What follows belongs to an exercise in optimizing a design on an open flow for small area; a production flow would make more cautious choices.
Where RTL was checked, it was by simulation tests only, not by an equivalence proof against the original.
The RTL of runs 2 and 3 was laid out without a check of its function.
No activity file was given, so power comes from the tool's default toggle rates.

<file path="design.v">
package moa_pkg;
   localparam int CHANNELS   = 16;
   localparam int OVERSAMPLE = 16;
   localparam int FULL_SCALE = 4095;
   localparam int UV_PER_MV  = 1000;
   localparam int FUNC_W     = 3;
   localparam int CH_W       = 4;
   localparam int ADC_W      = 12;
   localparam int MV_W       = 16;
   localparam int UV_W       = 26;
   localparam int AGE_W      = 17;
   localparam int ACC_W      = 20;
   localparam int SCAN_W     = 8;
   localparam int CSR_IDX_W  = 2;
   localparam int CSR_DATA_W = 16;
   localparam int PROD_W     = 28;    
   localparam int DIV_W      = 38;    
   localparam int CH_AW      = (CHANNELS > 1) ? $clog2(CHANNELS) : 1;
   localparam logic [FUNC_W-1:0] FUNC_SAMPLE  = 3'd0;
   localparam logic [FUNC_W-1:0] FUNC_ERROR   = 3'd1;
   localparam logic [FUNC_W-1:0] FUNC_TICK    = 3'd2;
   localparam logic [FUNC_W-1:0] FUNC_READ    = 3'd3;
   localparam logic [FUNC_W-1:0] FUNC_CONVERT = 3'd4;
   localparam logic [CSR_IDX_W-1:0] CSR_VREFINT_CAL  = 2'd0;
   localparam logic [CSR_IDX_W-1:0] CSR_NOMINAL_MV   = 2'd1;
   localparam logic [CSR_IDX_W-1:0] CSR_VREF_CHANNEL = 2'd2;
   localparam logic [MV_W-1:0]  NOMINAL_MV_RESET = 16'd3300;
   localparam logic [MV_W-1:0]  MV_MAX           = 16'hFFFF;
   localparam logic [UV_W-1:0]  UV_MAX           = 26'h3FF_FFFF;
   localparam logic [ADC_W-1:0] ADC_MAX          = 12'hFFF;
   localparam logic [AGE_W-1:0] AGE_MAX          = 17'h1_FFFF;
   typedef struct packed {
      logic [FUNC_W-1:0] func;
      logic [CH_W-1:0]   channel;
      logic [ADC_W-1:0]  value;
      logic              last_of_scan;
      logic [MV_W-1:0]   max_age_ms;
   } req_type;
   typedef struct packed {
      logic [ADC_W-1:0] avg_raw;
      logic [MV_W-1:0]  vdda_mv;
      logic [UV_W-1:0]  microvolts;
      logic             ready_res;
      logic             fresh;
   } rsp_type;
   typedef struct packed {
      logic [ADC_W-1:0] vrefint_cal;
      logic [MV_W-1:0]  nominal_vdda_mv;
      logic [CH_W-1:0]  vref_channel;
   } cfg_type;
endpackage
module multichannel_oversample_averager (
   input  logic        clock,
   input  logic        reset,
   input  logic        req_valid,
   output logic        req_ready,
   input  logic [35:0] req_data,
   output logic        rsp_valid,
   input  logic        rsp_ready,
   output logic [55:0] rsp_data,
   input  logic        csr_valid,
   output logic        csr_ready,
   input  logic [1:0]  csr_index,
   input  logic [15:0] csr_data
);
   localparam logic [3:0] S_IDLE = 4'd0;
   localparam logic [3:0] S_CLR  = 4'd1;
   localparam logic [3:0] S_SYNC = 4'd2;
   localparam logic [3:0] S_ADD  = 4'd3;
   localparam logic [3:0] S_SWA  = 4'd4;
   localparam logic [3:0] S_SWB  = 4'd5;
   localparam logic [3:0] S_RNOW = 4'd6;
   localparam logic [3:0] S_PRE1 = 4'd7;
   localparam logic [3:0] S_MUL1 = 4'd8;
   localparam logic [3:0] S_DIV1 = 4'd9;
   localparam logic [3:0] S_RAVG = 4'd10;
   localparam logic [3:0] S_PRE2 = 4'd11;
   localparam logic [3:0] S_MUL2 = 4'd12;
   localparam logic [3:0] S_MUL3 = 4'd13;
   localparam logic [3:0] S_DIV2 = 4'd14;
   localparam logic [3:0] S_OUT  = 4'd15;
   wire [2:0]  r_func = req_data[35:33];
   wire [3:0]  r_ch   = req_data[32:29];
   wire [11:0] r_val  = req_data[28:17];
   wire        r_last = req_data[16];
   wire [15:0] r_age  = req_data[15:0];
   logic [11:0] cal;
   logic [15:0] nom;
   logic [3:0]  vch;
   always_ff @(posedge clock) begin
      if (reset) begin
         cal <= '0;
         nom <= 16'd3300;
         vch <= '0;
      end else if (csr_valid) begin
         case (csr_index)
            2'd0: cal <= csr_data[11:0];
            2'd1: nom <= csr_data;
            2'd2: vch <= csr_data[3:0];
            default: ;
         endcase
      end
   end
   assign csr_ready = 1'b1;
   logic [3:0]   st;
   logic [8:0]   ph;
   logic [3:0]   ch;
   logic         opk;       
   logic         flag;      
   logic [3:0]   scan;
   logic         rdy;
   logic [15:0]  age;
   logic         age_ovf;   
   logic         fresh;
   logic [11:0]  avg_r;
   logic [15:0]  mv;
   logic [39:0]  z;
   logic [511:0] ring;
   logic         cy;
   logic         clamp;
   wire [3:0] slot   = ph[8:5];
   wire [4:0] o      = ph[4:0];
   wire       o_last = &o;
   wire       accept = req_valid && (st == S_IDLE);
   wire [3:0] tgt    = (st == S_RNOW) ? vch : ch;
   wire       in_slot = (slot == tgt);
   wire       slot_end = in_slot && o_last;
   wire hout   = ring[511];
   wire addact = (st == S_ADD) && in_slot && (o < 5'd20);
   logic hin;
   always_comb begin
      hin = hout;
      if (st == S_CLR)
         hin = 1'b0;
      else if (st == S_SWA && o >= 5'd20)
         hin = ring[15] | clamp;
      else if (st == S_SWB && o < 5'd20)
         hin = 1'b0;
      else if (addact)
         hin = hout ^ avg_r[0] ^ cy;
   end
   always_ff @(posedge clock) begin
      ring  <= {ring[510:0], hin};
      cy    <= addact & ((hout & avg_r[0]) | (hout & cy) | (avg_r[0] & cy));
      if (o < 5'd16)
         clamp <= 1'b0;
      else if (o < 5'd20)
         clamp <= clamp | hout;
   end
   wire [11:0] mcand = (st == S_MUL1) ? cal : (st == S_MUL2) ? 12'd1000 : avg_r;
   wire [12:0] msum  = {1'b0, z[39:28]} + (z[0] ? {1'b0, mcand} : 13'd0);
   wire [11:0] dvs   = (st == S_DIV1) ? mv[11:0] : 12'hFFF;
   wire [13:0] trial = {1'b0, z[39:27]} - {2'b0, dvs};
   wire        ge    = ~trial[13];
   wire        skip  = (mv[11:0] == 12'd0) || (cal == 12'd0);
   wire [15:0] mv_q  = (|z[27:16]) ? 16'hFFFF : z[15:0];
   wire        run28 = ~(o[4] & o[3] & o[2]);
   always_ff @(posedge clock) begin
      case (st)
         S_PRE1: if (o_last) z <= {1'b0, mv[11:1], 12'd0, nom};
         S_MUL1, S_MUL2, S_MUL3: begin
            if (run28) z <= {msum, z[27:1]};
            if (st == S_MUL2 && o_last) z[38:28] <= '1;
         end
         S_DIV1, S_DIV2: if (run28) z <= ge ? {trial[11:0], z[26:0], 1'b1} : {z[38:0], 1'b0};
         S_PRE2: if (o_last) z <= {24'd0, mv};
         default: ;
      endcase
   end
   always_ff @(posedge clock) begin
      if (st == S_RNOW && in_slot && o >= 5'd20)
         mv[11:0] <= {hout, mv[11:1]};
      else if (st == S_PRE1 && o_last && skip)
         mv <= nom;
      else if (st == S_DIV1 && o_last)
         mv <= mv_q;
   end
   always_ff @(posedge clock) begin
      if (accept)
         avg_r <= r_val;
      else if ((st == S_ADD && in_slot) || (st == S_DIV2 && !flag))
         avg_r <= {1'b0, avg_r[11:1]};
      else if (st == S_RAVG && in_slot && o >= 5'd20)
         avg_r <= {hout, avg_r[11:1]};
   end
   always_ff @(posedge clock) begin
      if (accept) begin
         ch    <= r_ch;
         fresh <= rdy && !age_ovf && (age <= r_age);
      end
   end
   always_ff @(posedge clock) begin
      if (reset) begin
         st      <= S_CLR;
         ph      <= '0;
         scan    <= '0;
         rdy     <= 1'b0;
         age     <= '0;
         age_ovf <= 1'b0;
      end else begin
         ph <= ph + 1'b1;
         if (accept) begin
            case (r_func)
               3'd0: begin
                  st   <= S_SYNC;
                  opk  <= 1'b0;
                  flag <= r_last && (scan == 4'd15);
                  if (r_last) begin
                     scan <= scan + 1'b1;
                     if (scan == 4'd15) begin
                        age     <= '0;
                        age_ovf <= 1'b0;
                        rdy     <= 1'b1;
                     end
                  end
               end
               3'd1: rdy <= 1'b0;
               3'd2: {age_ovf, age} <= {age_ovf | (&age), age + 1'b1};
               3'd3, 3'd4: begin
                  st   <= S_SYNC;
                  opk  <= 1'b1;
                  flag <= (r_func == 3'd3);
               end
               default: ;
            endcase
         end
         case (st)
            S_CLR:  if (ph == 9'd511) st <= S_IDLE;
            S_SYNC: if (o_last) st <= opk ? S_RNOW : S_ADD;
            S_ADD:  if (slot_end) st <= flag ? S_SWA : S_IDLE;
            S_SWA:  if (slot_end) st <= S_SWB;
            S_SWB:  if (slot_end) st <= S_IDLE;
            S_RNOW: if (slot_end) st <= S_PRE1;
            S_PRE1: if (o_last) st <= !skip ? S_MUL1 : flag ? S_RAVG : S_PRE2;
            S_MUL1: if (o_last) st <= S_DIV1;
            S_DIV1: if (o_last) st <= flag ? S_RAVG : S_PRE2;
            S_RAVG: if (slot_end) st <= S_PRE2;
            S_PRE2: if (o_last) st <= S_MUL2;
            S_MUL2: if (o_last) st <= S_MUL3;
            S_MUL3: if (o_last) st <= S_DIV2;
            S_DIV2: if (o_last) st <= S_OUT;
            S_OUT:  if (rsp_ready) st <= S_IDLE;
            default: ;
         endcase
      end
   end
   assign req_ready = (st == S_IDLE);
   assign rsp_valid = (st == S_OUT);
   assign rsp_data  = {avg_r, mv, z[25:0], rdy, fresh};
endmodule
</file>
<file path="run.sh">
#!/bin/bash
# synth_recipe.tcl (not shown) runs the flow's synth.tcl, then flattens the netlist and writes it again
# the make line also repeats each setting of config.mk as NAME=value (left out here)
make -C /OpenROAD-flow-scripts/flow DESIGN_CONFIG=/design/flow/config.mk WORK_HOME=/design/flow/orfs CLKGATE_MAP_FILE= SYNTH_SCRIPT=/design/flow/synth_recipe.tcl finish
</file>
<file path="config.mk">
export PLATFORM = sky130hd
export DESIGN_NAME = multichannel_oversample_averager
export DESIGN_NICKNAME = multichannel_oversample_averager
export VERILOG_FILES = /design/flow/design.v
export SDC_FILE = /design/flow/constraint.sdc
export NUM_CORES = 4
export LEC_CHECK = 0
export CAP_MARGIN = 20
export CORE_MARGIN = 2
export CORE_UTILIZATION = 40
export SLEW_MARGIN = 20
</file>
<file path="constraint.sdc">
create_clock -name core_clock -period 9.0 [get_ports {clock}]
set_input_delay 1.8000 -clock core_clock [delete_from_list [all_inputs] [get_ports {clock}]]
set_output_delay 1.8000 -clock core_clock [all_outputs]
set_load 0.01 [all_outputs]
</file>
==> summary.txt, run 1 <==
Status:
- The flow ran to the end and the layout has no timing, DRC or antenna violations.

Clock tree:
- Hold repair after CTS inserted 0 buffers.
- The root buffer cell chosen for the clock tree is sky130_fd_sc_hd__clkbuf_16.
- In this run, CTS created clock tree buffers numbering 59.
- The number of clock sinks seen by CTS is roughly 660.
- The count of buffers added by post-CTS timing repair for setup is 0.
- The number of gates resized after CTS is 0.
- The maximum clock path buffer count is 3.
- The H-tree level count is 2.
- TritonCTS built the clock tree.
- The clock slew seen by the registers of the worst setup and hold paths is roughly 60 ps.
- At the later pin of the worst-skew pair, clock insertion delay measures a little over 600 ps.

Min path:
- The path type of the worst min-delay path is register to register.
- For hold timing, the worst endpoint is ring[423].
- The worst hold path begins at ring[422].
- Counting instances, the worst hold path has a depth of 0.

Timing:
- Setup repair after global routing left no endpoint under its margin.
- The final count of hold timing violations is 0.
- The hold slack is 303.1 ps.
- The setup clock skew after layout is 22.36 ps.
- Setup violations remaining at the end of the flow were counted as 0.
- The time the worst path needs with I/O delays and setup is between 5000 and 6000 ps.
- The post-route clock period utilization is around 56%.
- For this run, the top clock speed supported by timing is 198.9 MHz.
- In the final timing run, aggregate negative setup slack is 0 ps.
- Measured against its own limit, the worst slew margin works out to between 30 and 40%.
- For the pin with the worst max-slew slack, the measured transition is ~980 ps.
- The final count of pins violating max slew is 0.

Setup path:
- The critical register-to-register path endpoint is z[36].
- The critical path endpoint category is a primary output.
- Along the worst path, the maximum fanout reaches 23.
- For the worst setup path, the data required time is just over 7000 ps.
- The cell count of the worst reg-to-reg path is 10.
- The arrival time of the worst setup path is between 3000 and 4000 ps.
- In this run the critical register-to-register path is launched from st[0].
- The kind of critical path is register to primary output.
- The worst register-to-register path has a setup slack of about 4600 ps.
- STA classifies the critical path startpoint as a register.

Flow run:
- The max-cap violation count is 0.

Power and ir drop:
- The leakage power total is 0.008941 uW.
- The worst voltage drop across the vdd grid is 161.0 uV.
- The power density over the cells is 245.9 nW/um^2.

Logic synthesis:
- For this run, the number of Yosys warnings is 1.
- The post-synthesis register bit count is ~660.
- Among all flip-flop cells after synthesis, the most frequent one is sky130_fd_sc_hd__dfxtp_1.
- The sequential cell area fraction in the yosys report is approximately 73%.
- The netlist area before placement is between 15,000 and 20,000 um^2.
- The number of different library cells used by synthesis comes to between 60 and 70.
- In this run, synthesis inferred 75 flip-flops with an integrated enable.
- Synthesis produced a netlist whose cell count is 1,492.
- In the synthesized netlist the async set-or-reset flop fraction comes to 0%.
- Averaged over all synthesized cells, the footprint is about 13 um^2.
- The number of nets in the synthesized netlist is 1,599.

Layout:
- The number of fill cells is 4,200.
- The area growth from synthesis to layout is 19.27%.
- The share of final-layout standard cells stronger than drive strength 1 is 9.190%.
- The number of nets at the end of the flow is 1,710.

Routing:
- The average wire per standard cell is around 16 um.
- In this run the remaining antenna-violating nets after routing total 0.
- The first detailed-routing pass ran for 7 iterations.
- Using the TritonRoute via totals, the vias-per-cell ratio works out to about 4.8.
- The routed design has 36.66 mm of wire.
- The total via count in the routed design is roughly 11k.
- The DRC marker count from the first detailed-route iteration is 854.
- The residual DRC count is 0.

Floorplanning:
- The die boundary height is 222.6 um.
- The initial core utilization is between 40% and 50%.
- The floorplan step set the die width to about 220 um.
- The core area is around 47,000 um^2.
- The full die area is about 50,000 um^2.
- For this design the top-level I/O count stands at 118.
- Row generation in the floorplan step produced 80 rows.

Global routing:
- The pin count of the biggest net entering global routing is around 50.
- The total overflow left after global routing is 0.
- The initial antenna violation count was 3.
- Across every metal layer, demand over resource in global routing totals 14.74%.
- The number of global-route vias before repair is 10.75k.
- The first global-routing pass estimated a little under 60 mm of wire.

Place:
- During placement, the flow inserted port buffers numbering about 120.
- The HPWL after detailed placement is around 24 mm.
- At the end of routability-driven placement, the weighted congestion stood at 0.8637.
==> flip-flops by register name, summed over array words and instances, names as in the netlist, 9 cells and up <==
name   flops
mv        16
nom       16
avg_r     12
cal       12
ph         9
ring     512
age       16
z         40
==> power by group <==
part | internal [uW] | switching, uW
logic | 34.7 | 30.7
clock network | 1500 | 1070
registers | 2960 | 7.37
total | 4500 | 1110
==> worst max-delay path, stage by stage, from the launching register on <==
cell and delay [ps]:
sky130_fd_sc_hd__dfxtp_1 840, sky130_fd_sc_hd__clkinv_1 460, sky130_fd_sc_hd__nor2_1 450, sky130_fd_sc_hd__and3_1 300, sky130_fd_sc_hd__clkdlybuf4s50_1 560
==> cells by family after synthesis <==
kind of cell | after synthesis | synth area share (%)
compound gates | 229 | 8.325
xor+xnor | 42 | 1.924
fa+ha+maj | 48 | 3.259
buf+inv | 109 | 2.782
flops | 656 | 72.62
mux | 37 | 2.016
other cells | 1 | 0.01962
simple gates | 370 | 9.052
==> synthesized netlist by cell type, types with 25 or more instances <==
master	number	area share [%]
sky130_fd_sc_hd__dfxtp_1	581	61
sky130_fd_sc_hd__nand2_1	120	2.4
sky130_fd_sc_hd__nor2_1	108	2.1
sky130_fd_sc_hd__edfxtp_1	75	12
sky130_fd_sc_hd__o21ai_0	56	1.5
sky130_fd_sc_hd__a21oi_1	50	1.3
sky130_fd_sc_hd__ha_1	45	2.9
sky130_fd_sc_hd__clkbuf_1	37	0.73
sky130_fd_sc_hd__nand3_1	35	0.92
sky130_fd_sc_hd__buf_4	32	1.3
sky130_fd_sc_hd__inv_1	32	0.63
sky130_fd_sc_hd__xor2_1	29	1.3
sky130_fd_sc_hd__mux2i_1	25	1.3
==> cell usage in the layout (no fill, tap or decap), drive strengths merged, types with 24 or more instances in the layout <==
master and instances:
dfxtp 581, nand2 120, clkdlybuf4s50 115, nor2 112, clkbuf 78, edfxtp 75, o21ai 59, a21oi 51
ha 45, nand3 35, inv 35, xor2 29, mux2i 25, clkinv 24
==> metrics by stage <==
stage               area [um^2]  worst slack (ps)  utilization, %  instances  total power (uW)
finish                    22800              3971           48.06       2271              5607
global route              22800              3711           48.05       2269              5798
CTS                       22800              3972           48.05       2269              5682
detailed placement        20720              4664           43.67       2157              3099
global placement          20720              4781           43.67       2157              3098
floorplan                 19120              5636               -       1492              3059
==> routing by layer <==
metal / part of all wire (%) / global-route usage [%] / vias up
met1: 47 / 20.12 / 5156
met4: 2.3 / 4.763 / 2
li1: - / - / 5380
met3: 6.8 / 4.166 / 73
met2: 44 / 22.60 / 357
met5: 0.035 / 0 / -
==> worst max path at each step <==
stage / from / end / slack [ps] / cells past startpoint
3_5_place_dp: st[0] / rsp_valid / 4660 / 4
6_report: st[0] / rsp_valid / 3970 / 4
3_3_place_gp: st[0] / z[36] / 4780 / 10
2_1_floorplan: req_data[16] / age[13] / 5640 / 8
5_1_grt: st[0] / rsp_valid / 3710 / 4
4_1_cts: st[0] / rsp_valid / 3970 / 4
==> cell type report <==
class	count	area, um^2	share of cell area (%)
Sequential cell	656	13880	60.89
Multi-Input combinational cell	727	4710	20.66
Clock buffer	78	1723	7.556
Timing Repair Buffer	126	1231	5.400
Tap cell	615	769.5	3.375
Clock inverter	34	355.3	1.558
Inverter	33	123.9	0.5433
Antenna cell	2	5.005	0.02195
==> run 2: changes to the inputs <==
--- a/design.v
+++ b/design.v
@@ -109,7 +109,8 @@
    logic         flag;      
    logic [3:0]   scan;
    logic         rdy;
-   logic [15:0]  age;
+   logic [15:0]  age;       
+   logic         age_cy;    
    logic         age_ovf;   
    logic         fresh;
    logic [11:0]  avg_r;
@@ -121,7 +122,8 @@
    wire [3:0] slot   = ph[8:5];
    wire [4:0] o      = ph[4:0];
    wire       o_last = &o;
-   wire       accept = req_valid && (st == S_IDLE);
+   wire       idle   = (st == S_IDLE) && (ph[3:0] == 4'd0);
+   wire       accept = req_valid && idle;
    wire [3:0] tgt    = (st == S_RNOW) ? vch : ch;
    wire       in_slot = (slot == tgt);
    wire       slot_end = in_slot && o_last;
@@ -147,11 +149,15 @@
       else if (o < 5'd20)
          clamp <= clamp | hout;
    end
+   wire        mul   = (st == S_MUL1) || (st == S_MUL2) || (st == S_MUL3);
    wire [11:0] mcand = (st == S_MUL1) ? cal : (st == S_MUL2) ? 12'd1000 : avg_r;
-   wire [12:0] msum  = {1'b0, z[39:28]} + (z[0] ? {1'b0, mcand} : 13'd0);
-   wire [11:0] dvs   = (st == S_DIV1) ? mv[11:0] : 12'hFFF;
-   wire [13:0] trial = {1'b0, z[39:27]} - {2'b0, dvs};
-   wire        ge    = ~trial[13];
+   wire [12:0] alu_a = mul ? {1'b0, z[39:28]} : z[39:27];
+   wire [12:0] alu_b = mul ? (z[0] ? {1'b0, mcand} : 13'd0)
+                           : ((st == S_DIV1) ? {1'b1, ~mv[11:0]} : 13'h1000);
+   wire [13:0] alu   = {1'b0, alu_a} + {1'b0, alu_b} + {13'd0, ~mul};
+   wire [12:0] msum  = alu[12:0];
+   wire [11:0] trial = alu[11:0];
+   wire        ge    = alu[13];
    wire        skip  = (mv[11:0] == 12'd0) || (cal == 12'd0);
    wire [15:0] mv_q  = (|z[27:16]) ? 16'hFFFF : z[15:0];
    wire        run28 = ~(o[4] & o[3] & o[2]);
@@ -189,15 +195,27 @@
          fresh <= rdy && !age_ovf && (age <= r_age);
       end
    end
+   wire age_tick = accept && (r_func == 3'd2);
+   wire age_inc  = age_tick | age_cy;
+   wire age_top  = (ph[3:0] == 4'd15);
+   always_ff @(posedge clock) begin
+      if (st == S_CLR || st == S_SWA)
+         age <= {1'b0, age[15:1]};
+      else
+         age <= {age[0] ^ age_inc, age[15:1]};
+   end
    always_ff @(posedge clock) begin
       if (reset) begin
          st      <= S_CLR;
          ph      <= '0;
          scan    <= '0;
          rdy     <= 1'b0;
-         age     <= '0;
+         age_cy  <= 1'b0;
          age_ovf <= 1'b0;
       end else begin
+         age_cy <= age_inc && age[0] && !age_top;
+         if (age_inc && age[0] && age_top)
+            age_ovf <= 1'b1;
          ph <= ph + 1'b1;
          if (accept) begin
             case (r_func)
@@ -208,14 +226,12 @@
                   if (r_last) begin
                      scan <= scan + 1'b1;
                      if (scan == 4'd15) begin
-                        age     <= '0;
                         age_ovf <= 1'b0;
                         rdy     <= 1'b1;
                      end
                   end
                end
                3'd1: rdy <= 1'b0;
-               3'd2: {age_ovf, age} <= {age_ovf | (&age), age + 1'b1};
                3'd3, 3'd4: begin
                   st   <= S_SYNC;
                   opk  <= 1'b1;
@@ -244,7 +260,7 @@
          endcase
       end
    end
-   assign req_ready = (st == S_IDLE);
+   assign req_ready = idle;
    assign rsp_valid = (st == S_OUT);
    assign rsp_data  = {avg_r, mv, z[25:0], rdy, fresh};
 endmodule
--- a/config.mk
+++ b/config.mk
@@ -7,5 +7,9 @@
 export LEC_CHECK = 0
 export CAP_MARGIN = 20
 export CORE_MARGIN = 2
-export CORE_UTILIZATION = 40
+export CORE_UTILIZATION = 60
+export CTS_BUF_LIST = sky130_fd_sc_hd__clkbuf_16
+export CTS_CLUSTER_DIAMETER = 80
+export CTS_CLUSTER_SIZE = 24
+export PLACE_DENSITY = 0.7
 export SLEW_MARGIN = 20
==> summary.txt, run 2 <==
Setup path:
- The highest fanout seen on the critical path came to 52 (was 23).
- The cell family with the largest share of critical-path delay is compound AO/OA/AOI/OAI gates (was buffers and inverters).
- Critical-path cell list: buf_4, inv_1, nor3_2, buf_4, inv_2, nand2_1, nand2_1, fa_1, fa_1, a211oi_1, o21ai_1, a41o_1, a311oi_1, or2_1, a21oi_1, o32ai_1 (was clkinv_1, nor2_1, and3_1, clkdlybuf4s50_1).
- The category of the worst setup path launch point was a register (unchanged).
- The critical path endpoint category is a register (was primary output).
- The worst path required time is 9360 ps (was 7200 ps).
- The kind of critical path is register to register (was register to primary output).
- The cell with the largest stage delay on the worst path is sky130_fd_sc_hd__buf_4 (was sky130_fd_sc_hd__dfxtp_1).
- The total buffers and inverters traversed by the critical path was 4 (was 2).
- The biggest cell delay along the critical path is 470 ps (was 840 ps).
- The arrival time of the worst setup path is 5220 ps (was 3230 ps).

Clock tree:
- The count of buffers added by post-CTS timing repair for setup is 0 (unchanged).
- The cell chosen for the clock root was sky130_fd_sc_hd__clkbuf_16 (unchanged).
- The TritonCTS clock tree is done (unchanged).
- The maximum clock path buffer count came to 3 (unchanged).
- The clock slew seen by the registers of the worst setup and hold paths is 100 ps (was 60 ps).
- The number of buffers added to fix hold violations after cts is 0 (unchanged).
- The number of gates resized after CTS is 0 (unchanged).
- The later-pin clock latency in the skew report is 540 ps (was 610 ps).
- The number of clock sinks seen by CTS is 657 (was 656).
- The CTS buffer count is 34 (was 59).
- The H-tree level count is 2 (unchanged).

Logic synthesis:
- The warning count from the yosys run was 1 (unchanged).
- The count of flip-flops with a built-in enable after synthesis came to 75 (unchanged).
- Commonest cells in the synthesized netlist: sky130_fd_sc_hd__dfxtp_1 (582), sky130_fd_sc_hd__nand2_1 (171), sky130_fd_sc_hd__nor2_1 (96) (was sky130_fd_sc_hd__dfxtp_1 (581), sky130_fd_sc_hd__nand2_1 (120), sky130_fd_sc_hd__nor2_1 (108)).
- The post-synthesis cell count is 1,456 (was 1,492).
- The area fraction in compound gates after synthesis is 8.024% (was 8.325%).
- Synth area leaders: sky130_fd_sc_hd__dfxtp_1 (62%), sky130_fd_sc_hd__edfxtp_1 (12%), sky130_fd_sc_hd__nand2_1 (3.4%), sky130_fd_sc_hd__ha_1 (2.3%), sky130_fd_sc_hd__nor2_1 (1.9%) (was sky130_fd_sc_hd__dfxtp_1 (61%), sky130_fd_sc_hd__edfxtp_1 (12%), sky130_fd_sc_hd__ha_1 (2.9%), sky130_fd_sc_hd__nand2_1 (2.4%), sky130_fd_sc_hd__nor2_1 (2.1%)).
- The post-synthesis register bit count is 657 (was 656).
- The most instantiated library cell after synthesis is sky130_fd_sc_hd__dfxtp_1 (unchanged).
- The netlist area before placement is 18,650 um^2 (was 19,120 um^2).
- The top cell type's share of synthesized area is 62.48% (was 60.84%).
- The mux contribution to synthesized area is 1.677% (was 2.016%).
- The area share of fa/ha/maj cells after synthesis is 2.670% (was 3.259%).
- The share of flip-flops with an asynchronous set or reset is 0% (unchanged).
- The top cell type by total area after synthesis is sky130_fd_sc_hd__dfxtp_1 (unchanged).
- The number of nets in the synthesized netlist came to 1,553 (was 1,599).
- The leading register cell type out of synthesis is sky130_fd_sc_hd__dfxtp_1 (unchanged).
- The per-instance average area after synthesis is 12.81 um^2 (about the same).
- The area share of and/or/nand/nor cells after synthesis is 9.024% (was 9.052%).
- The fraction of synthesized cell area in xor and xnor cells is 0.9862% (was 1.924%).
- The post-synthesis cell type count was 72 (was 68).
- The sequential cell area fraction in the yosys report was 74.55% (was 72.62%).
- The main combinational cell family by area after synthesis is simple AND/OR/NAND/NOR gates (unchanged).

Timing:
- The final count of negative-setup-slack endpoints came to 0 (unchanged).
- The final count of hold timing violations came to 0 (unchanged).
- The setup clock skew after layout is 12.70 ps (was 22.36 ps).
- The transition time at the pin with the least slew margin is 1029 ps (was 979.9 ps).
- RSZ-0062 raised after global routing: no (unchanged).
- The highest clock frequency the design can meet came to 206.0 MHz (was 198.9 MHz).
- The final count of pins violating max slew was 0 (unchanged).
- The time the worst path needs with I/O delays and setup was 4855 ps (was 5029 ps).
- The remaining max-slew budget at the tightest pin came to 31.38% (was 34.52%).
- The post-route setup TNS is 0 ps (unchanged).
- The post-route clock period utilization is 53.95% (was 55.87%).

Routing:
- The detailed-router iteration count before antenna repair was 6 (was 7).
- The detailed-route vias per instance is 5.334 (was 4.830).
- The final antenna-violating net count was 0 (unchanged).
- The DRC marker count from the first detailed-route iteration was 864 (was 854).
- The average wire per standard cell came to 18.09 um (was 16.14 um).
- The total wire length came to 35.30 mm (was 36.66 mm).
- The residual DRC count was 0 (unchanged).
- The total via count in the routed design is 10.41k (was 10.97k).

Global routing:
- The initial antenna violation count came to 0 (was 3).
- The number of global-route vias before repair is 10.24k (was 10.75k).
- The wire length of the first global-routing pass is 56.08 mm (was 58.59 mm).
- The pin count of the biggest net entering global routing is 55 (was 49).
- The total track usage is 21.51% (was 14.74%).
- The remaining global-route overflow is 0 (unchanged).

Layout:
- The number of fill cells is 2,171 (was 4,200).
- The final design area excluding fillers is 20,980 um^2 (was 22,800 um^2).
- Most frequent cells in the layout: sky130_fd_sc_hd__dfxtp_1 (582), sky130_fd_sc_hd__nand2_1 (171), sky130_fd_sc_hd__clkdlybuf4s50_1 (115) (was sky130_fd_sc_hd__dfxtp_1 (581), sky130_fd_sc_hd__nand2_1 (120), sky130_fd_sc_hd__clkdlybuf4s50_1 (115)).
- Biggest registers after layout: ring: 512 flops, z: 40 flops (unchanged).
- The layout overhead on the synthesized area was 12.50% (was 19.27%).
- The most flop-heavy register was ring (unchanged).
- The share of final-layout standard cells stronger than drive strength 1 is 4.952% (was 9.190%).
- The number of flip-flops in the largest register came to 512 (unchanged).
- The most common library cell in the layout ignoring fill and taps is sky130_fd_sc_hd__dfxtp_1 (unchanged).
- The diode insertion count for antenna repair was 0 (was 2).
- The number of nets at the end of the flow was 1,639 (was 1,710).

Place:
- The area of placed instances is 19,990 um^2 (was 20,720 um^2).
- The HPWL after detailed placement came to 22.44 mm (was 23.88 mm).
- The weighted congestion reported at the end of routability-driven placement is 0.9254 (was 0.8637).
- The number of I/O port buffers is 116 (unchanged).

Power and ir drop:
- The internal portion of total power is 3704 uW (was 4497 uW).
- The clock network fraction of total power is 34.7% (was 45.9%).
- The register share of total power is 63.9% (was 52.9%).
- The combinational share of power is 1.3% (was 1.2%).
- The leakage power total was 0.008320 uW (was 0.008941 uW).
- The switching power is 934.5 uW (was 1110 uW).
- The power density over the cells is 221.1 nW/um^2 (was 245.9 nW/um^2).
- The share of total power consumed by net switching is 20.15% (was 19.80%).
- The worst voltage drop across the vdd grid came to 216.9 uV (was 161.0 uV).

Flow run:
- The max-cap violation count is 0 (unchanged).

Floorplanning:
- The horizontal extent of the die is 180.3 um (was 222.6 um).
- The initial core utilization came to 60.97% (was 40.29%).
- The die boundary height is 180.3 um (was 222.6 um).
- The I/O pin count is 118 (unchanged).
- The core area came to 30,590 um^2 (was 47,450 um^2).
- The full die area came to 32,510 um^2 (was 49,560 um^2).
- The number of standard-cell rows in the floorplan is 64 (was 80).

Min path:
- The path type of the worst min-delay path is register to register (unchanged).

Status:
- Outcome: complete, no violations (unchanged).
==> run 2: kinds of logic after synthesis <==
group           Yosys count
fa+ha+maj                38
other cells               1
simple gates            375
compound gates          215
mux                      31
flops                   657
buf+inv                 118
xor+xnor                 21
==> run 2: metal layers <==
layer,track usage [%],wire length (um),up-vias
li1,-,-,5093
met1,31.40,16420,4955
met2,34.03,16150,307
met3,3.456,2133,51
met4,5.065,593,0
met5,0,0,-
==> run 2: final timing paths <==
kind              startpoint   endpoint  slack [ps]  depth (start not counted)
hold reg to reg    ring[487]  ring[488]         320                          0
setup / recovery       st[3]      z[39]        4140                         16
setup reg to reg       st[3]      z[39]        4140                         16
hold / removal     ring[487]  ring[488]         320                          0
==> run 2: area by class of cell <==
cell class	instances	area [um^2]	area share, %
Sequential cell	657	13900	66.27
Clock inverter	15	133.9	0.6381
Multi-Input combinational cell	681	4200	20.02
Clock buffer	34	850.8	4.055
Inverter	40	150.1	0.7156
Timing Repair Buffer	128	1246	5.940
Tap cell	396	495.5	2.362
==> run 2: per-stage QoR <==
stage | worst slack [ps] | power (uW) | util (%) | hold slack, ps | instances
finish | 4145 | 4638 | 68.59 | 323.3 | 1951
global route | 3724 | 4791 | 68.59 | 331.4 | 1951
CTS | 4194 | 4676 | 68.58 | 325.9 | 1951
detailed placement | 4220 | 3095 | 65.36 | 312.1 | 1902
global placement | 4343 | 3094 | 65.36 | 309.8 | 1902
floorplan | 4892 | 3058 | - | 309.6 | 1456
==> run 2: power groups by stage <==
stage,combinational (uW),clock [uW],sequential (uW)
final,62.5,1610,2960
after global routing,69.0,1760,2970
after CTS,63.0,1650,2960
after detailed placement,62.3,0,3030
after global placement,60.9,0,3030
after floorplan,27.8,0,3030
==> run 3: changes to the inputs <==
==> flow/run.sh (new file) <==
#!/bin/bash
# Standard layout with two changes: ports get a small buffer (buf_1) instead of the
# default, and clock tree synthesis inserts no dummy loads.
set -euo pipefail
export BUFFER_PORTS_ARGS="-buffer_cell sky130_fd_sc_hd__buf_1"
export CTS_ARGS="-sink_clustering_enable -repair_clock_nets -dont_use_dummy_load -buf_list sky130_fd_sc_hd__clkbuf_16 -sink_clustering_size 24 -sink_clustering_max_diameter 80"
bash standard.sh > standard.log 2>&1
==> standard.sh (new file) <==
#!/bin/bash
# synth_recipe.tcl (not shown) runs the flow's synth.tcl, then flattens the netlist and writes it again
# the make line also repeats each setting of config.mk as NAME=value (left out here)
make -C /OpenROAD-flow-scripts/flow DESIGN_CONFIG=/design/flow/config.mk WORK_HOME=/design/flow/orfs CLKGATE_MAP_FILE= SYNTH_SCRIPT=/design/flow/synth_recipe.tcl "${@:-finish}"
--- a/config.mk
+++ b/config.mk
@@ -8,8 +8,5 @@
 export CAP_MARGIN = 20
 export CORE_MARGIN = 2
 export CORE_UTILIZATION = 60
-export CTS_BUF_LIST = sky130_fd_sc_hd__clkbuf_16
-export CTS_CLUSTER_DIAMETER = 80
-export CTS_CLUSTER_SIZE = 24
 export PLACE_DENSITY = 0.7
 export SLEW_MARGIN = 20
removed: run.sh
==> summary.txt, run 3 <==
Status:
- Outcome: complete, no violations (unchanged).

Power and ir drop:
- The share of total power consumed by net switching is 19.02% (was 20.15%).
- The combinational share of power was 1.0% (was 1.3%).
- The clock network fraction of total power was 33.3% (was 34.7%).
- The power density over the cells is 224.1 nW/um^2 (was 221.1 nW/um^2).
- The worst voltage drop across the vdd grid is 211.0 uV (was 216.9 uV).
- The register share of total power is 65.7% (was 63.9%).
- The leakage power total is 0.007936 uW (was 0.008320 uW).
- The switching power is 858.1 uW (was 934.5 uW).
- The internal portion of total power is 3654 uW (was 3704 uW).

Layout:
- Most frequent cells in the layout: sky130_fd_sc_hd__dfxtp_1 (582), sky130_fd_sc_hd__nand2_1 (171), sky130_fd_sc_hd__buf_1 (115) (was sky130_fd_sc_hd__dfxtp_1 (582), sky130_fd_sc_hd__nand2_1 (171), sky130_fd_sc_hd__clkdlybuf4s50_1 (115)).
- The share of final-layout standard cells stronger than drive strength 1 came to 4.418% (was 4.952%).
- The number of flip-flops in the largest register was 512 (unchanged).
- The layout overhead on the synthesized area is 7.957% (was 12.50%).
- Biggest registers after layout: ring: 512 flops, z: 40 flops (unchanged).
- The final core area utilization came to 65.82% (was 68.59%).
- The number of nets at the end of the flow is 1,638 (was 1,639).
- The most common library cell in the layout ignoring fill and taps is sky130_fd_sc_hd__dfxtp_1 (unchanged).
- The most flop-heavy register is ring (unchanged).
- The number of fill cells came to 2,304 (was 2,171).
- The combined area of the multi-input logic cells is 4209 um^2 (was 4200 um^2).
- The register area is 13,900 um^2 (unchanged).

Flow run:
- The max-cap violation count is 0 (unchanged).

Timing:
- The post-route setup TNS was 0 ps (unchanged).
- The final count of hold timing violations is 0 (unchanged).
- The transition time at the pin with the least slew margin was 1148 ps (was 1029 ps).
- RSZ-0062 raised after global routing: no (unchanged).
- The remaining max-slew budget at the tightest pin is 23.45% (was 31.38%).
- The time the worst path needs with I/O delays and setup is 5206 ps (was 4855 ps).
- The highest clock frequency the design can meet was 192.1 MHz (was 206.0 MHz).
- The post-route clock period utilization was 57.85% (was 53.95%).
- The setup clock skew after layout is 71.45 ps (was 12.70 ps).
- The final count of pins violating max slew is 0 (unchanged).
- The final count of negative-setup-slack endpoints was 0 (unchanged).

Global routing:
- The initial antenna violation count is 3 (was 0).
- The number of global-route vias before repair is 10.08k (was 10.24k).
- The remaining global-route overflow is 0 (unchanged).
- The pin count of the biggest net entering global routing is 55 (unchanged).
- The wire length of the first global-routing pass is 54.99 mm (was 56.08 mm).
- The total track usage came to 21.04% (was 21.51%).

Logic synthesis:
- The warning count from the yosys run is 1 (unchanged).
- The per-instance average area after synthesis is 12.81 um^2 (unchanged).
- The leading register cell type out of synthesis was sky130_fd_sc_hd__dfxtp_1 (unchanged).
- The netlist area before placement is 18,650 um^2 (unchanged).
- The post-synthesis cell count came to 1,456 (unchanged).
- The top cell type's share of synthesized area is 62.48% (unchanged).
- Synth area leaders: sky130_fd_sc_hd__dfxtp_1 (62%), sky130_fd_sc_hd__edfxtp_1 (12%), sky130_fd_sc_hd__nand2_1 (3.4%), sky130_fd_sc_hd__ha_1 (2.3%), sky130_fd_sc_hd__nor2_1 (1.9%) (unchanged).
- The most instantiated library cell after synthesis is sky130_fd_sc_hd__dfxtp_1 (unchanged).
- The post-synthesis register bit count is 657 (unchanged).
- The top cell type by total area after synthesis is sky130_fd_sc_hd__dfxtp_1 (unchanged).
- The sequential cell area fraction in the yosys report is 74.55% (unchanged).
- The share of flip-flops with an asynchronous set or reset came to 0% (unchanged).
- The post-synthesis cell type count is 72 (unchanged).
- The number of nets in the synthesized netlist is 1,553 (unchanged).
- The count of flip-flops with a built-in enable after synthesis is 75 (unchanged).
- Commonest cells in the synthesized netlist: sky130_fd_sc_hd__dfxtp_1 (582), sky130_fd_sc_hd__nand2_1 (171), sky130_fd_sc_hd__nor2_1 (96) (unchanged).

Setup path:
- The critical path endpoint category is a register (unchanged).
- The worst reg2reg path startpoint is st[0] (was st[3]).
- The category of the worst setup path launch point is a register (unchanged).
- The cell count of the worst reg-to-reg path came to 15 (was 16).
- The register-to-register setup slack came to 3790 ps (was 4140 ps).
- The highest fanout seen on the critical path is 52 (unchanged).
- The worst path required time is 9290 ps (was 9360 ps).
- The arrival time of the worst setup path is 5500 ps (was 5220 ps).
- The critical register-to-register path endpoint is z[39] (unchanged).
- The kind of critical path is register to register (unchanged).

Floorplanning:
- The I/O pin count is 118 (unchanged).
- The full die area is 32,510 um^2 (unchanged).
- The initial core utilization is 60.97% (unchanged).
- The number of standard-cell rows in the floorplan is 64 (unchanged).
- The die boundary height is 180.3 um (unchanged).
- The horizontal extent of the die is 180.3 um (unchanged).
- The core area is 30,590 um^2 (unchanged).

Min path:
- The start point of the worst min-delay path was ring[488] (was ring[487]).
- The worst hold path endpoint is ring[489] (was ring[488]).
- The worst hold path cell count is 0 (unchanged).
- The path type of the worst min-delay path is register to register (unchanged).

Place:
- The HPWL after detailed placement is 22.41 mm (was 22.44 mm).
- The number of I/O port buffers was 116 (unchanged).
- The weighted congestion reported at the end of routability-driven placement is 0.9103 (was 0.9254).

Clock tree:
- The count of buffers added by post-CTS timing repair for setup came to 0 (unchanged).
- The maximum clock path buffer count is 3 (unchanged).
- The number of clock sinks seen by CTS is 657 (unchanged).
- The later-pin clock latency in the skew report was 540 ps (about the same).
- The clock slew seen by the registers of the worst setup and hold paths is 90 ps (was 100 ps).
- The TritonCTS clock tree is done (unchanged).
- The H-tree level count came to 2 (unchanged).
- The cell chosen for the clock root is sky130_fd_sc_hd__clkbuf_16 (unchanged).
- The number of gates resized after CTS is 0 (unchanged).
- The CTS buffer count is 34 (unchanged).
- The number of buffers added to fix hold violations after cts came to 0 (unchanged).

Routing:
- The DRC marker count from the first detailed-route iteration is 844 (was 864).
- The average wire per standard cell came to 17.62 um (was 18.09 um).
- The total wire length is 34.13 mm (was 35.30 mm).
- The total via count in the routed design is 10.39k (was 10.41k).
- The detailed-router iteration count before antenna repair is 6 (unchanged).
- The final antenna-violating net count was 0 (unchanged).
- The detailed-route vias per instance is 5.364 (was 5.334).
- The residual DRC count was 0 (unchanged).
## run 3: cell count changes in the layout (fill, tap and decap cells not counted), sizes merged
cell | before | now
buf | 13 | 127
clkdlybuf4s50 | 115 | 0
clkinv | 3 | 1
diode | 0 | 2
inv | 52 | 39
## run 3: metal layers
layer	track usage [%]	wire length (um)
met2	31.11	14700
met4	7.290	1001
met3	4.143	2364
met1	31.13	16040
met5	0	17
## run 3: worst max-delay path, stage by stage, from the launching register on
cell and delay [ps]:
sky130_fd_sc_hd__dfxtp_1 910, sky130_fd_sc_hd__inv_2 240, sky130_fd_sc_hd__nor2_1 270, sky130_fd_sc_hd__nor3_2 60, sky130_fd_sc_hd__buf_4 290, sky130_fd_sc_hd__nand2_1 380
sky130_fd_sc_hd__o22ai_1 170, sky130_fd_sc_hd__fa_1 440, sky130_fd_sc_hd__fa_1 440, sky130_fd_sc_hd__a211oi_1 300, sky130_fd_sc_hd__o21ai_1 160, sky130_fd_sc_hd__a41o_1 290
sky130_fd_sc_hd__a311oi_1 480, sky130_fd_sc_hd__or2_1 190, sky130_fd_sc_hd__a21oi_1 70, sky130_fd_sc_hd__o32ai_1 280
## run 3: logic make-up after synthesis
kind of cell | synth area share (%)
adders and majority gates | 2.670
muxes | 1.677
AOI/OAI and AO/OA | 8.024
buffers and inverters | 3.046
and+or+nand+nor | 9.024
DFF | 74.55
xor gates and xnor gates | 0.9862
other | 0.02011
## run 3: worst max path at each step
stage	start	to	slack [ps]	depth (start not counted)
after global routing	st[0]	z[39]	3470	15
after floorplan	st[3]	z[39]	4890	15
final	st[0]	z[39]	3790	15
after global placement	st[0]	z[39]	4070	15
after CTS	st[0]	z[39]	3910	15
after detailed placement	st[0]	z[39]	3990	15
## run 3: area by class of cell
cell class	count	share of cell area, %
timing repair buffer	127	2.579
inverter	40	0.7458
tap	396	2.461
clock buffer	34	4.226
multi-input combinational	681	20.91
sequential	657	69.06
antenna	2	0.02486
## run 3: through the flow
| stage | std cells | cell area, um^2 | hold slack, ps | total power, uW | setup slack (ps) |
|---|---|---|---|---|---|
| floorplan | 1456 | 18650 | 309.6 | 3058 | 4892 |
| global placement | 1901 | 19270 | 310.2 | 3077 | 4074 |
| detailed placement | 1901 | 19270 | 312.1 | 3079 | 3993 |
| CTS | 1935 | 20120 | 295.8 | 4557 | 3909 |
| global route | 1935 | 20130 | 295.5 | 4667 | 3472 |
| finish | 1937 | 20130 | 295.3 | 4512 | 3794 |
## run 3: power by group through the flow
stage | clock, uW | combinational, uW | sequential [uW]
5_1_grt | 1650 | 52.0 | 2970
6_report | 1500 | 45.9 | 2960
4_1_cts | 1550 | 46.2 | 2960
3_3_place_gp | 0 | 44.1 | 3030
3_5_place_dp | 0 | 45.6 | 3030
2_1_floorplan | 0 | 27.8 | 3030

re-timing with driven ports:
The flow's constraints put no driver on any port. The routed layouts listed below were extracted and timed again, unchanged, in two steps.
Step 1, drivers: a clkbuf_16 drives clock and a buf_2 each remaining input, both assumed.
Step 2, shift: input delay + t, output delay - t, t = (earliest + latest rising clock arrival at the registers) / 2. This alone moves slack from input paths to output paths.
Three values: no drivers, after step 1, after step 2; two values: the first two.
| run | shift t [ns] | setup slack, ns | latest minus earliest clock arrival (ns) | worst register clock-pin slew, ns | pins driven straight from the clock port |
|---|---|---|---|---|---|
| run 1 | 0.654 | 3.971 / 3.919 / 4.573 | 0.025 / 0.024 | 0.07 / 0.07 | 1 |
| run 2 | 0.591 | 4.145 / 4.145 / 4.145 | 0.017 / 0.018 | 0.10 / 0.10 | 1 |
| run 3 | 0.554 | 3.794 / 3.794 / 3.794 | 0.073 / 0.074 | 0.10 / 0.10 | 1 |
After both steps setup and hold are still met in every run listed.
